This is an optimization exercise on Yosys and OpenROAD, whose aim is small area, a short achievable clock period and few clock cycles, not a production implementation. Where RTL was checked, it was by simulation tests only, not by an equivalence proof against the original. Power is estimated from default activity; no workload was simulated.

==> inputs of job 871 <==
## ml_ops_top
module ml_ops_top (
  input  logic              clk_i,
  input  logic              rst_i,
  input  logic              ml_ops_enable_i,
  input  logic              loading_data_i,
  input  logic              relu_en_i,
  input  logic              dotp_en_i,
  input  logic              ex_ready_i,
  input  ml_ops_pkg::addr_t operand_a_addr_i,
  input  ml_ops_pkg::len_t  operand_b_size_i,
  input  ml_ops_pkg::word_t mem_rd_data_i,
  output ml_ops_pkg::word_t reg_wr_data_o,
  output ml_ops_pkg::word_t mem_wr_data_o,
  output ml_ops_pkg::addr_t mem_addr_o,
  output logic              mem_rd_en_o,
  output logic              mem_wr_en_o,
  output logic              reg_wr_en_o,
  output logic              ml_op_done_o,
  output logic              ml_ready_o
);
clock: 9.0 ns
lec_check: 0
abc_clock_period_in_ps: 3500
cap_margin: 20
core_margin: 2
core_utilization: 40
setup_slack_margin: 5
slew_margin: 20
run.sh (not shown) runs the stock make flow with config.mk's settings and CLKGATE_MAP_FILE= SYNTH_SCRIPT=/design/flow/synth_recipe.tcl, a recipe that flattens the netlist after the stock synthesis.
==> job 9856 (differences from job 871) <==
--- a/flow/design.v
+++ b/flow/design.v
@@ -941,13 +941,12 @@
   logic [31:0] cur_q, oth_q, cur_nx;
   logic [31:0] a_q;
   logic [31:0] x_q;
   logic [7:0]  one_q, two_q, neg_q;
   logic [31:0] s_q, c_q, s_nx, c_nx;
   logic        v1_q, v2_q;
-  logic        inc_q, clr_q, sum_q;
   assign rem_one = (rem_q == 16'd1);
   always_comb begin
     st_d    = st_q;
     rd_d    = 1'b0;
     wr_d    = 1'b0;
     done_d  = 1'b0;
@@ -1033,27 +1032,21 @@
       mem_wr_en_o  <= 1'b0;
       reg_wr_en_o  <= 1'b0;
       ml_op_done_o <= 1'b0;
       ml_ready_o   <= 1'b1;
       v1_q         <= 1'b0;
       v2_q         <= 1'b0;
-      inc_q        <= 1'b0;
-      clr_q        <= 1'b0;
-      sum_q        <= 1'b0;
     end else begin
       st_q         <= st_d;
       mem_rd_en_o  <= rd_d;
       mem_wr_en_o  <= wr_d;
       reg_wr_en_o  <= regwr_d;
       ml_op_done_o <= done_d;
       ml_ready_o   <= ready_d;
       v1_q         <= ml_ops_enable_i && (st_q == DB);
       v2_q         <= ml_ops_enable_i && v1_q;
-      inc_q        <= (st_d == RR1) || (st_d == RW1);
-      clr_q        <= (st_d == LD2);
-      sum_q        <= (st_d == T4);
     end
   end
   always_ff @(posedge clk_i) begin
     if (st_q == IDLE) begin
       relu_q <= relu_en_i;
       rem_q  <= operand_b_size_i[15:0];
@@ -1061,13 +1054,13 @@
       rem_q  <= rem_q - 16'd1;
     end
     if (st_q == RR2) begin
       last_q <= rem_one;
     end
   end
-  assign inc    = inc_q;
+  assign inc    = (st_q == RR1) || (st_q == RW1);
   assign cur_nx = {cur_q[31:2] + 30'd1, cur_q[1:0]};
   always_ff @(posedge clk_i) begin
     cur_q <= inc ? cur_nx : oth_q;
     if (st_q == IDLE || st_q == LD2) begin
       oth_q <= operand_a_addr_i;
     end else if (!inc) begin
@@ -1084,13 +1077,13 @@
       two_d[r] = (v1_q || v2_q) && ((yraw[2*r+2] && !yraw[2*r+1] && !yraw[2*r]) ||
                                     (!yraw[2*r+2] && yraw[2*r+1] && yraw[2*r]));
       neg_d[r] = (v1_q || v2_q) && yraw[2*r+2] && !(yraw[2*r+1] && yraw[2*r]);
     end
   end
   always_ff @(posedge clk_i) begin
-    if (sum_q) begin
+    if (st_q == T4) begin
       a_q <= s_q + c_q;
     end else begin
       a_q <= mem_rd_data_i & ~{32{relu_q && mem_rd_data_i[31]}};
     end
     if (v1_q) begin
       x_q <= a_q;
@@ -1107,13 +1100,13 @@
     .x_i   (x_q),
     .one_i (one_q),
     .two_i (two_q),
     .neg_i (neg_q),
     .s_i   (s_q),
     .c_i   (c_q),
-    .clr_i (clr_q),
+    .clr_i (st_q == LD2),
     .so    (s_nx),
     .co    (c_nx)
   );
   assign mem_wr_data_o = a_q;
   assign reg_wr_data_o = a_q;
 endmodule
Settings changed: ABC_CLOCK_PERIOD_IN_PS 3500 to default, SETUP_SLACK_MARGIN 5 to default.
==> run_results.csv <==
group,metric,value,unit
power,comb_power,2.33,mW
detailed_routing,wl_per_cell,22.2,um
place,post_dp_cell_area,21400,um2
finish,layoutNonFillerInstCount,2730,
cts,clk_latency,0.61,ns
finish,multi_input_area_share,54.6,%
detailed_routing,routed_wirelength,60.7,mm
place,place_inst,2673,
sta,setup_ws,5.21,ns
detailed_routing,first_pass_iters,6,
sta,slew_headroom,30.5,%
detailed_routing,dr_wl_met3,6.07,mm
outcome,status,"complete, no violations",
setup_path,worstReg2RegEnd,"c_q[17]$_DFF_P_",
power,p_clk_share,22.7,%
place,hpwl,43.6,mm
floorplan,die_h,224,um
detailed_routing,via_per_inst,5.59,
floorplan,taps,615,
global_route,grtUsageMet2,38.6,%
logic_synthesis,syn_nets,2366,
The numbers above come from job 871.

==> run_results.csv <==
group,metric,value,unit
detailed_routing,wl_per_cell,20.9,um
global_route,grtUsageMet2,37.4,%
cts,clk_latency,0.60,ns
setup_path,worstReg2RegEnd,"c_q[15]$_DFF_P_",
sta,slew_headroom,21.7,%
outcome,status,"complete, no violations",
detailed_routing,first_pass_iters,17,
sta,fin_setup_tns,0,ns
place,post_dp_cell_area,20900,um2
finish,multi_input_area_share,54.5,%
detailed_routing,dr_wl_met3,4.58,mm
floorplan,die_h,222,um
detailed_routing,routed_wirelength,55.9,mm
finish,layoutNonFillerInstCount,2672,
power,comb_power,1.72,mW
detailed_routing,via_per_inst,5.45,
place,hpwl,40.6,mm
place,place_inst,2614,
logic_synthesis,syn_nets,2316,
floorplan,taps,607,
sta,setup_ws,4.33,ns
The numbers above come from job 9856.

Testbench counts of job 871, summed over its fixed seeds: cycles 45,090.
No functional check of the RTL was part of job 9856.


==> inputs of job 3144 <==
Another version of the RTL of ml_ops_top (not shown whole).
export LEC_CHECK = 0
export CAP_MARGIN = 20
export CORE_MARGIN = 2
export CORE_UTILIZATION = 70
export CTS_CLUSTER_DIAMETER = 120
export CTS_CLUSTER_SIZE = 24
export SLEW_MARGIN = 20
create_clock -name core_clock -period 9.0 [get_ports {clk_i}]
standard.sh (not shown) runs the stock make flow with config.mk's settings and CLKGATE_MAP_FILE= SYNTH_SCRIPT=/design/flow/synth_recipe.tcl, a recipe that flattens the netlist after the stock synthesis.
==> flow/flow/run.sh <==
#!/bin/bash
# The standard layout, with stronger port buffers and setup repair aimed
# below the clock period (same clock, same constraints).
export BUFFER_PORTS_ARGS="-buffer_cell sky130_fd_sc_hd__buf_4"
export SETUP_SLACK_MARGIN=6.0
export ABC_CLOCK_PERIOD_IN_PS=3000
bash standard.sh > standard_run.log 2>&1
==> inputs of job 1630, as changes to job 3144 <==
--- a/flow/design.v
+++ b/flow/design.v
@@ -721,13 +721,12 @@
   localparam logic [3:0] T1   = 4'd9;
   localparam logic [3:0] T2   = 4'd10;
   localparam logic [3:0] T3   = 4'd11;
   localparam logic [3:0] T4   = 4'd12;
   localparam logic [3:0] T5   = 4'd13;
   localparam logic [3:0] FIN  = 4'd14;
-  localparam logic [3:0] T6   = 4'd15;
   logic [3:0]  st_q, st_d;
   logic        rd_d, wr_d, done_d, regwr_d, ready_d;
   logic        relu_q;
   logic        same;
   logic        sq_q;
   logic        last_q;
@@ -738,16 +737,17 @@
   logic [31:0] cur_q, oth_q, cur_nx;
   logic [31:0] a_q;
   logic [31:0] x_q;
   logic [7:0]  one_q, two_q, neg_q;
   logic [31:0] p_q, q_q, r_q, p_nx, q_nx, r_nx;
   logic [31:0] s_q, sa, c1s, c1c, c2s, c2c;
-  logic        cy0_q, cy1_q, cy0a, cy1a;
-  logic [11:0] lo_sum;
-  logic [12:0] mid_sum;
-  logic [10:0] hi_sum;
+  logic [2:0]  cy_q, cya;
+  logic        ripple;
+  logic [8:0]  b0_sum;
+  logic [9:0]  b1_sum, b2_sum;
+  logic [8:0]  b3_sum;
   logic        v1_q, v2_q;
   logic        inc_q, clr_q;
   assign rem_one = (rem_q == 16'd1);
   assign same    = (operand_a_addr_i == oth_q);
   always_comb begin
     st_d    = st_q;
@@ -813,17 +813,18 @@
         end
       end
       T1: st_d = T2;
       T2: st_d = T3;
       T3: st_d = sq_q ? T5 : T4;
       T4: st_d = T5;
-      T5: st_d = T6;
-      T6: begin
-        st_d    = FIN;
-        regwr_d = 1'b1;
-        done_d  = 1'b1;
+      T5: begin
+        if (!ripple) begin
+          st_d    = FIN;
+          regwr_d = 1'b1;
+          done_d  = 1'b1;
+        end
       end
       default: st_d = FIN;
     endcase
     if (ml_op_done_o) begin
       st_d    = ex_ready_i ? IDLE : FIN;
       rd_d    = 1'b0;
@@ -917,26 +918,26 @@
     one_q <= one_d;
     two_q <= two_d;
     neg_q <= neg_d;
     p_q   <= p_nx;
     q_q   <= q_nx;
     r_q   <= r_nx;
-    s_q   <= {hi_sum[10:1], mid_sum[11:1], lo_sum[10:0]};
-    cy0_q <= lo_sum[11];
-    cy1_q <= mid_sum[12];
+    s_q   <= {b3_sum[8:1], b2_sum[8:1], b1_sum[8:1], b0_sum[7:0]};
+    cy_q  <= {b2_sum[9], b1_sum[9], b0_sum[8]};
   end
   assign sa     = s_q & {32{!clr_q}};
-  assign cy0a   = cy0_q && !clr_q;
-  assign cy1a   = cy1_q && !clr_q;
+  assign cya    = cy_q & {3{!clr_q}};
+  assign ripple = (cy_q[0] && (&s_q[15:8])) || (cy_q[1] && (&s_q[23:16]));
   assign c1s    = p_q ^ q_q ^ r_q;
   assign c1c    = {(p_q[30:0] & q_q[30:0]) | (p_q[30:0] & r_q[30:0]) | (q_q[30:0] & r_q[30:0]), 1'b0};
   assign c2s    = sa ^ c1s ^ c1c;
   assign c2c    = {(sa[30:0] & c1s[30:0]) | (sa[30:0] & c1c[30:0]) | (c1s[30:0] & c1c[30:0]), 1'b0};
-  assign lo_sum  = {1'b0, c2s[10:0]} + {1'b0, c2c[10:0]};
-  assign mid_sum = {1'b0, c2s[21:11], cy0a} + {1'b0, c2c[21:11], cy0a};
-  assign hi_sum  = {c2s[31:22], cy1a} + {c2c[31:22], cy1a};
+  assign b0_sum = {1'b0, c2s[7:0]} + {1'b0, c2c[7:0]};
+  assign b1_sum = {1'b0, c2s[15:8], cya[0]} + {1'b0, c2c[15:8], cya[0]};
+  assign b2_sum = {1'b0, c2s[23:16], cya[1]} + {1'b0, c2c[23:16], cya[1]};
+  assign b3_sum = {c2s[31:24], cya[2]} + {c2c[31:24], cya[2]};
   ml_datapath mac_i (
     .x_i   (x_q),
     .one_i (one_q),
     .two_i (two_q),
     .neg_i (neg_q),
     .so    (p_nx),
==> flow/config.mk (replaced) <==
export PLATFORM = sky130hd
export DESIGN_NAME = ml_ops_top
export DESIGN_NICKNAME = ml_ops_top
export VERILOG_FILES = /design/flow/design.v
export SDC_FILE = /design/flow/constraint.sdc
export NUM_CORES = 4
export LEC_CHECK = 0
export CAP_MARGIN = 20
export CORE_MARGIN = 2
export CORE_UTILIZATION = 60
export CTS_CLUSTER_DIAMETER = 120
export CTS_CLUSTER_SIZE = 24
export SLEW_MARGIN = 20
==> key figures <==
Yosys
  • Synthesized Nets: 2305
  • Seq/Total Area, Yosys: 0.344

Setup path
  • Critical Path Start: operand_a_addr_i[3]
  • CP arrival: 3.19 ns

Final layout
  • Layout Cells excl Fill: 2496
  • Multi-input combinational area share: 0.544
  • Most frequent cells in the layout: dfxtp_1 (219), buf_4 (199), a22oi_1 (189)

Place
  • Cell Area, Placed: 21400 um^2
  • HPWL Detailed: 33.5 mm

Power
  • Comb pwr share: 0.371

STA
  • Worst rel slew slack: 0.381

Outcome
  • Outcome: no timing/DRC/antenna violations

Clock tree
  • CTS resizes: 31
the above is filed under job 1630

==> key figures <==
Outcome
  • Outcome: no timing/DRC/antenna violations

Setup path
  • CP arrival: 3.39 ns
  • Critical Path Start: p_q[2]$_DFF_P_

Place
  • HPWL Detailed: 33.6 mm
  • Cell Area, Placed: 21300 um^2

Final layout
  • Multi-input combinational area share: 0.549
  • Most frequent cells in the layout: dfxtp_1 (214), buf_4 (202), a22oi_1 (192)

STA
  • Final hold violations: 0
  • Worst rel slew slack: 0.434

Yosys
  • Synthesized Nets: 2294
  • Seq/Total Area, Yosys: 0.343

Clock tree
  • CTS resizes: 52
the above is filed under job 3144

Testbench counts of job 3144, summed over its fixed seeds: cycles 43,054.
No functional check of the RTL was part of job 1630.

re-timing with driven ports:
The results above use ideal ports. As a check the final layouts listed here were re-extracted and re-timed, cells and wires unchanged. Step 1, drivers: a clkbuf_16 drives clk_i and a buf_2 each remaining input, both assumed. Step 2 also shifts input and output timing later by t, the mid clock arrival at the registers, as if the neighbouring blocks saw the same clock. a / b / c = no drivers / after step 1 / after step 2; a / b = the first two.
run | t (ns) | setup slack, ns | hold slack, ns | slew at the worst register clock pin (ns) | cell pins on the clock port's net
job 871 | 0.649 | 5.212 / 5.212 / 5.212 | 0.421 / 0.421 / 0.421 | 0.06 / 0.06 | 1
job 9856 | 0.633 | 4.327 / 4.327 / 4.327 | 0.419 / 0.419 / 0.419 | 0.06 / 0.06 | 1
job 3144 | 0.564 | 5.997 / 5.981 / 5.799 | 0.476 / 0.476 / 0.476 | 0.10 / 0.10 | 1
job 1630 | 0.556 | 6.043 / 6.000 / 5.518 | 0.504 / 0.504 / 0.504 | 0.10 / 0.10 | 1
After both steps setup and hold are still met in every run listed. For job 1630, which loses most, drivers alone change the setup slack by -0.043 ns; drivers and shift together by -0.525 ns.
